Source: an optimization exercise on an open RTL-to-GDS flow (aim: small area). Production flows keep margins and buffers that such runs may drop. Function was checked by simulation only, so behaviour that the tests miss may differ from the original. Power figures rest on the tool's default switching activity, not on a simulated workload.

v6:
Design pacman_core, start of the top module:
module pacman_core (
	input logic CLOCK_50,
	input logic rst_n,
	input logic [7:0] scan_code,
	input logic code_valid,
	input logic make_break,
	input logic start,
	input logic step_tick,
	input logic [9:0] pix_x,
	input logic [8:0] pix_y,
	output logic [7:0] r,
	output logic [7:0] g,
	output logic [7:0] b,
	output logic [COL_W-1:0] pac_x,
	output logic [ROW_W-1:0] pac_y,
	output logic [15:0] pill_count,
	output logic busy,
	output logic move_done,
	output logic move_blocked
);
Size in the first run: ~3800 cells after synthesis, about 87 I/O pins, roughly 44000 sq um of cells after synthesis.
==> module map_ram, before the edit <==
module map_ram (
	input logic CLOCK_50,
	input logic init_wr,
	input logic [ROW_W-1:0] init_cnt,
	input logic clr_wr,
	input logic put_wr,
	input logic [COL_W-1:0] wr_x,
	input logic [ROW_W-1:0] wr_y,
	input logic [COL_W-1:0] pl_x,
	input logic [ROW_W-1:0] pl_y,
	input logic [COL_W-1:0] rd_x,
	input logic [ROW_W-1:0] rd_y,
	output logic pill_a,
	output logic pac_a,
	output logic pill_b
);
	logic [MAP_ROWS-1:0][MAP_COLS-1:0] eaten;
	logic [MAP_ROWS-1:0] keep_r;
	logic [MAP_ROWS-1:0] rs_b;
	logic [MAP_COLS-1:0] put_c;
	logic pl_vis;
	logic st_vis;
	always_comb begin
		for (int r = 0; r < MAP_ROWS; r++) begin
			keep_r[r] = !(init_wr && (init_cnt == ROW_W'(r + 1)));
			rs_b[r] = (wr_y == ROW_W'(r));
		end
		for (int c = 0; c < MAP_COLS; c++) begin
			put_c[c] = put_wr && (wr_x == COL_W'(c));
		end
	end
	for (genvar r = 0; r < MAP_ROWS; r++) begin : g_row
		for (genvar c = 0; c < MAP_COLS; c++) begin : g_col
			localparam bit NONE = (r == 0) || (r == MAP_ROWS - 1) || (c == 0) || (c == MAP_COLS - 1) ||
				((c == WALL_COL) && (r >= WALL_ROW_LO) && (r <= WALL_ROW_HI)) ||
				((c == int'(START_X)) && (r == int'(START_Y)));
			if (NONE) begin : g_none
				assign eaten[r][c] = 1'b1;
			end else begin : g_bit
				eaten_bit u_bit (
					.CLOCK_50(CLOCK_50),
					.keep(keep_r[r]),
					.put_r(rs_b[r]),
					.put_c(put_c[c]),
					.eaten(eaten[r][c])
				);
			end
		end
	end
	always_ff @(posedge CLOCK_50) begin
		if (put_wr) begin
			pl_vis <= 1'b1;
		end else if (clr_wr) begin
			pl_vis <= 1'b0;
			st_vis <= 1'b0;
		end else if (init_wr) begin
			if (pl_y + 1'b1 == init_cnt) begin
				pl_vis <= 1'b0;
			end
			if (init_cnt == START_Y + 1'b1) begin
				st_vis <= 1'b1;
			end
		end
	end
	logic [MAP_ROWS-1:0] rs_a;
	logic pill_a_any;
	logic [MAP_COLS-1:0] cs_a;
	logic [MAP_COLS-1:0] cs_b;
	logic [MAP_COLS-1:0] col_a;
	logic [MAP_COLS-1:0] col_b;
	always_comb begin
		for (int r = 0; r < MAP_ROWS; r++) begin
			rs_a[r] = (rd_y == ROW_W'(r));
		end
		for (int c = 0; c < MAP_COLS; c++) begin
			cs_a[c] = (rd_x == COL_W'(c));
			cs_b[c] = (wr_x == COL_W'(c));
		end
	end
	for (genvar c = 0; c < MAP_COLS; c++) begin : g_rd
		if (c == 0 || c == MAP_COLS - 1) begin : g_none
			assign col_a[c] = 1'b0;
			assign col_b[c] = 1'b0;
		end else begin : g_tree
			logic [MAP_ROWS-3:0] e;
			for (genvar r = 1; r < MAP_ROWS - 1; r++) begin : g_e
				assign e[r-1] = eaten[r][c];
			end
			if (c == WALL_COL) begin : g_wall
				localparam int N = (WALL_ROW_LO - 1) + (MAP_ROWS - 2 - WALL_ROW_HI);
				free_pick #(.N(N)) rd_a (
					.eaten({e[MAP_ROWS-3:WALL_ROW_HI], e[WALL_ROW_LO-2:0]}),
					.sel({rs_a[MAP_ROWS-2:WALL_ROW_HI+1], rs_a[WALL_ROW_LO-1:1]}),
					.pill(col_a[c])
				);
				free_pick #(.N(N)) rd_b (
					.eaten({e[MAP_ROWS-3:WALL_ROW_HI], e[WALL_ROW_LO-2:0]}),
					.sel({rs_b[MAP_ROWS-2:WALL_ROW_HI+1], rs_b[WALL_ROW_LO-1:1]}),
					.pill(col_b[c])
				);
			end else if (c == int'(START_X)) begin : g_start
				localparam int SY = int'(START_Y);
				free_pick #(.N(MAP_ROWS - 3)) rd_a (
					.eaten({e[MAP_ROWS-3:SY], e[SY-2:0]}),
					.sel({rs_a[MAP_ROWS-2:SY+1], rs_a[SY-1:1]}),
					.pill(col_a[c])
				);
				free_pick #(.N(MAP_ROWS - 3)) rd_b (
					.eaten({e[MAP_ROWS-3:SY], e[SY-2:0]}),
					.sel({rs_b[MAP_ROWS-2:SY+1], rs_b[SY-1:1]}),
					.pill(col_b[c])
				);
			end else begin : g_open
				free_pick #(.N(MAP_ROWS - 2)) rd_a (
					.eaten(e),
					.sel(rs_a[MAP_ROWS-2:1]),
					.pill(col_a[c])
				);
				free_pick #(.N(MAP_ROWS - 2)) rd_b (
					.eaten(e),
					.sel(rs_b[MAP_ROWS-2:1]),
					.pill(col_b[c])
				);
			end
		end
	end
	sel_or #(.N(MAP_COLS - 2)) pick_a (
		.d(col_a[MAP_COLS-2:1]),
		.s(cs_a[MAP_COLS-2:1]),
		.y(pill_a_any)
	);
	assign pill_a = pill_a_any && !(rs_a[START_Y] && cs_a[START_X]);
	sel_or #(.N(MAP_COLS - 2)) pick_b (
		.d(col_b[MAP_COLS-2:1]),
		.s(cs_b[MAP_COLS-2:1]),
		.y(pill_b)
	);
	assign pac_a = (pl_vis && pl_x == rd_x && pl_y == rd_y) ||
		(st_vis && rd_x == START_X && rd_y == START_Y);
endmodule
clock: 10.0 ns
lec_check: 0
cap_margin: 30
cell_pad_in_sites_detail_placement: 1
cell_pad_in_sites_global_placement: 1
core_margin: 2
core_utilization: 40
place_density: 0.8
slew_margin: 30
synth_hierarchical: 1
synth_memory_max_bits: 8192
synth_minimum_keep_size: 0
standard.sh (not shown) runs the stock make flow with config.mk's settings and CLKGATE_MAP_FILE= SYNTH_SCRIPT=/design/flow/synth_recipe.tcl, a recipe that flattens the netlist after the stock synthesis.
==> flow/flow/run.sh <==
#!/bin/bash
# Own layout flow: the standard synthesis, then every cell set to its
# smallest drive before floorplanning (the resizer sizes up what timing or
# slew needs), small port buffers and a clock tree of fewer, larger
# clusters of plain buf_12 drivers without dummy loads.
set -euo pipefail
W=$(pwd)
R=$W/orfs/results/$FLOW_PLATFORM/pacman_core/base
export CTS_ARGS="${CTS_ARGS_OVERRIDE:--sink_clustering_enable -repair_clock_nets -dont_use_dummy_load -buf_list sky130_fd_sc_hd__buf_12 -sink_clustering_size 25 -sink_clustering_max_diameter 90}"
export BUFFER_PORTS_ARGS="-buffer_cell sky130_fd_sc_hd__buf_1"

bash standard.sh synth > "$W/synth.log" 2>&1
RESULTS=$R openroad -no_init -exit flow/shrink.tcl > "$W/shrink.log" 2>&1
bash standard.sh > "$W/layout.log" 2>&1
==> flow/flow/shrink.tcl <==
# Swap every standard cell of the synthesised netlist to the smallest-area
# drive strength of the same function.
read_db $::env(RESULTS)/1_synth.odb
set db [ord::get_db]
set block [ord::get_db_block]
set area {}
set by_base {}
foreach lib [$db getLibs] {
  foreach m [$lib getMasters] {
    set n [$m getName]
    if {[string match "*lpflow*" $n] || [string match "*probe*" $n]} { continue }
    if {[regexp {^(sky130_fd_sc_hd__[a-z0-9]+)_([0-9]+)$} $n -> base drive]} {
      dict lappend by_base $base $m
    }
  }
}
set swapped 0
set before 0.0
set after 0.0
foreach inst [$block getInsts] {
  set m [$inst getMaster]
  set n [$m getName]
  set a [expr {[$m getWidth] * [$m getHeight]}]
  set before [expr {$before + $a}]
  if {[regexp {^(sky130_fd_sc_hd__[a-z0-9]+)_([0-9]+)$} $n -> base drive] && [dict exists $by_base $base]} {
    set best $m
    set best_a $a
    foreach c [dict get $by_base $base] {
      set ca [expr {[$c getWidth] * [$c getHeight]}]
      # on equal area keep the stronger cell
      if {$ca < $best_a || ($ca == $best_a && [$c getName] ne [$best getName] && \
          [regexp {_([0-9]+)$} [$c getName] -> cd] && [regexp {_([0-9]+)$} [$best getName] -> bd] && $cd > $bd && $cd <= $drive)} {
        set best $c
        set best_a $ca
      }
    }
    if {$best ne $m} {
      if {[$inst swapMaster $best]} { incr swapped }
    }
  }
  set after [expr {$after + [[$inst getMaster] getWidth] * [[$inst getMaster] getHeight]}]
}
set dbu [$block getDbUnitsPerMicron]
puts "shrink: swapped $swapped cells, area [expr {$before / $dbu / $dbu}] -> [expr {$after / $dbu / $dbu}] um2"
write_db $::env(RESULTS)/1_synth.odb
v6 went all the way through the flow, and no timing, DRC or antenna check failed.
#### Input delta (v7 over v6)
-- flow/design.v --
<<< v6, line 289
		end
	end
	logic [MAP_ROWS-1:0] rs_a;
	logic pill_a_any;
	logic [MAP_COLS-1:0] cs_a;
	logic [MAP_COLS-1:0] cs_b;
>>> v7, line 289
		end
	end
	logic [MAP_ROWS-1:0] rs_a_n;
	logic [MAP_COLS-1:0] cs_a;
	logic [MAP_COLS-1:0] cs_b;
<<< v6, line 297
	always_comb begin
		for (int r = 0; r < MAP_ROWS; r++) begin
			rs_a[r] = (rd_y == ROW_W'(r));
		end
		for (int c = 0; c < MAP_COLS; c++) begin
>>> v7, line 296
	always_comb begin
		for (int r = 0; r < MAP_ROWS; r++) begin
			rs_a_n[r] = (rd_y != ROW_W'(r));
		end
		for (int c = 0; c < MAP_COLS; c++) begin
<<< v6, line 315
			if (c == WALL_COL) begin : g_wall
				localparam int N = (WALL_ROW_LO - 1) + (MAP_ROWS - 2 - WALL_ROW_HI);
				free_pick #(.N(N)) rd_a (
					.eaten({e[MAP_ROWS-3:WALL_ROW_HI], e[WALL_ROW_LO-2:0]}),
					.sel({rs_a[MAP_ROWS-2:WALL_ROW_HI+1], rs_a[WALL_ROW_LO-1:1]}),
					.pill(col_a[c])
				);
>>> v7, line 314
			if (c == WALL_COL) begin : g_wall
				localparam int N = (WALL_ROW_LO - 1) + (MAP_ROWS - 2 - WALL_ROW_HI);
				pill_pick #(.N(N)) rd_a (
					.eaten({e[MAP_ROWS-3:WALL_ROW_HI], e[WALL_ROW_LO-2:0]}),
					.sel_n({rs_a_n[MAP_ROWS-2:WALL_ROW_HI+1], rs_a_n[WALL_ROW_LO-1:1]}),
					.pill(col_a[c])
				);
<<< v6, line 327
			end else if (c == int'(START_X)) begin : g_start
				localparam int SY = int'(START_Y);
				free_pick #(.N(MAP_ROWS - 3)) rd_a (
					.eaten({e[MAP_ROWS-3:SY], e[SY-2:0]}),
					.sel({rs_a[MAP_ROWS-2:SY+1], rs_a[SY-1:1]}),
					.pill(col_a[c])
				);
>>> v7, line 326
			end else if (c == int'(START_X)) begin : g_start
				localparam int SY = int'(START_Y);
				pill_pick #(.N(MAP_ROWS - 3)) rd_a (
					.eaten({e[MAP_ROWS-3:SY], e[SY-2:0]}),
					.sel_n({rs_a_n[MAP_ROWS-2:SY+1], rs_a_n[SY-1:1]}),
					.pill(col_a[c])
				);
<<< v6, line 338
				);
			end else begin : g_open
				free_pick #(.N(MAP_ROWS - 2)) rd_a (
					.eaten(e),
					.sel(rs_a[MAP_ROWS-2:1]),
					.pill(col_a[c])
				);
>>> v7, line 337
				);
			end else begin : g_open
				pill_pick #(.N(MAP_ROWS - 2)) rd_a (
					.eaten(e),
					.sel_n(rs_a_n[MAP_ROWS-2:1]),
					.pill(col_a[c])
				);
<<< v6, line 354
		.d(col_a[MAP_COLS-2:1]),
		.s(cs_a[MAP_COLS-2:1]),
		.y(pill_a_any)
	);
	assign pill_a = pill_a_any && !(rs_a[START_Y] && cs_a[START_X]);
	sel_or #(.N(MAP_COLS - 2)) pick_b (
		.d(col_b[MAP_COLS-2:1]),
>>> v7, line 353
		.d(col_a[MAP_COLS-2:1]),
		.s(cs_a[MAP_COLS-2:1]),
		.y(pill_a)
	);
	sel_or #(.N(MAP_COLS - 2)) pick_b (
		.d(col_b[MAP_COLS-2:1]),
<<< v6, line 404
	end
	assign pill = &g;
endmodule
module sel_or #(
>>> v7, line 402
	end
	assign pill = &g;
endmodule
module pill_pick #(
	parameter int N = 2
) (
	input logic [N-1:0] eaten,
	input logic [N-1:0] sel_n,
	output logic pill
);
	localparam int G = (N + 1) / 2;
	logic [G-1:0] g;
	for (genvar i = 0; i < N / 2; i++) begin : g_pair
		pill_pick2 pair (
			.eaten(eaten[2*i +: 2]),
			.sel_n(sel_n[2*i +: 2]),
			.pill(g[i])
		);
	end
	if (N % 2 == 1) begin : g_rest
		assign g[G-1] = ~(eaten[N-1] | sel_n[N-1]);
	end
	assign pill = |g;
endmodule
module pill_pick2 (
	input logic [1:0] eaten,
	input logic [1:0] sel_n,
	output logic pill
);
	assign pill = ~((eaten[0] | sel_n[0]) & (eaten[1] | sel_n[1]));
endmodule
module sel_or #(
## What came out
v7 ended with every stage complete and zero timing, DRC or antenna violations. Relative to v6, the global-route wire length before repair measured on v7 has increased by a little under 10%. v6 -> v7: footprint of the multi-input gates flat. Per the comparison of v7 with v6, growth of design area from synthesis to finish barely changed, number of iterations in the first detailed-routing pass dropped 3, net switching power climbed about 8%. Summary of v7 over v6: final standard cell area without fillers stayed essentially flat, inverter count rose by 1, routed wire length rose by 21000 um. The lower non-clock buffer count came out of v7. Sort v6 and v7 by portion of total power attributed to the clock network, ascending, and v7 comes first. In the flow results for v6 and v7, the transition time at the pin with the least slew margin is smaller on v6. v7 reports a higher static power due to leakage than v6 does. v6 → v7: setup slack went down by 160 ps, power +2.8%.

## what the ideal ports hide
The results above use ideal ports. As a check the final layouts listed here were re-extracted and re-timed, cells and wires unchanged.
Step 1 assumes that a clkbuf_16 drives the clock port and a buf_2 every other input.
Step 2 times the ports against the registers' clock, not the clock port: input delays grow and output delays shrink by t, the midpoint of the rising clock arrivals with the driver on.
Slacks: ideal ports / drivers / drivers and shift; pairs: ideal ports / drivers.
| run | t (ns) | slack for setup (ns) | clock arrival spread, ns |
|---|---|---|---|
| v6 | 0.699 | 3.249 / 3.299 / 2.601 | 0.106 / 0.107 |
| v7 | 0.693 | 3.086 / 3.105 / 2.412 | 0.052 / 0.052 |
After both steps setup and hold are still met in every run listed. For v7, which loses most, drivers alone change the setup slack by +0.019 ns; drivers and shift together by -0.674 ns.
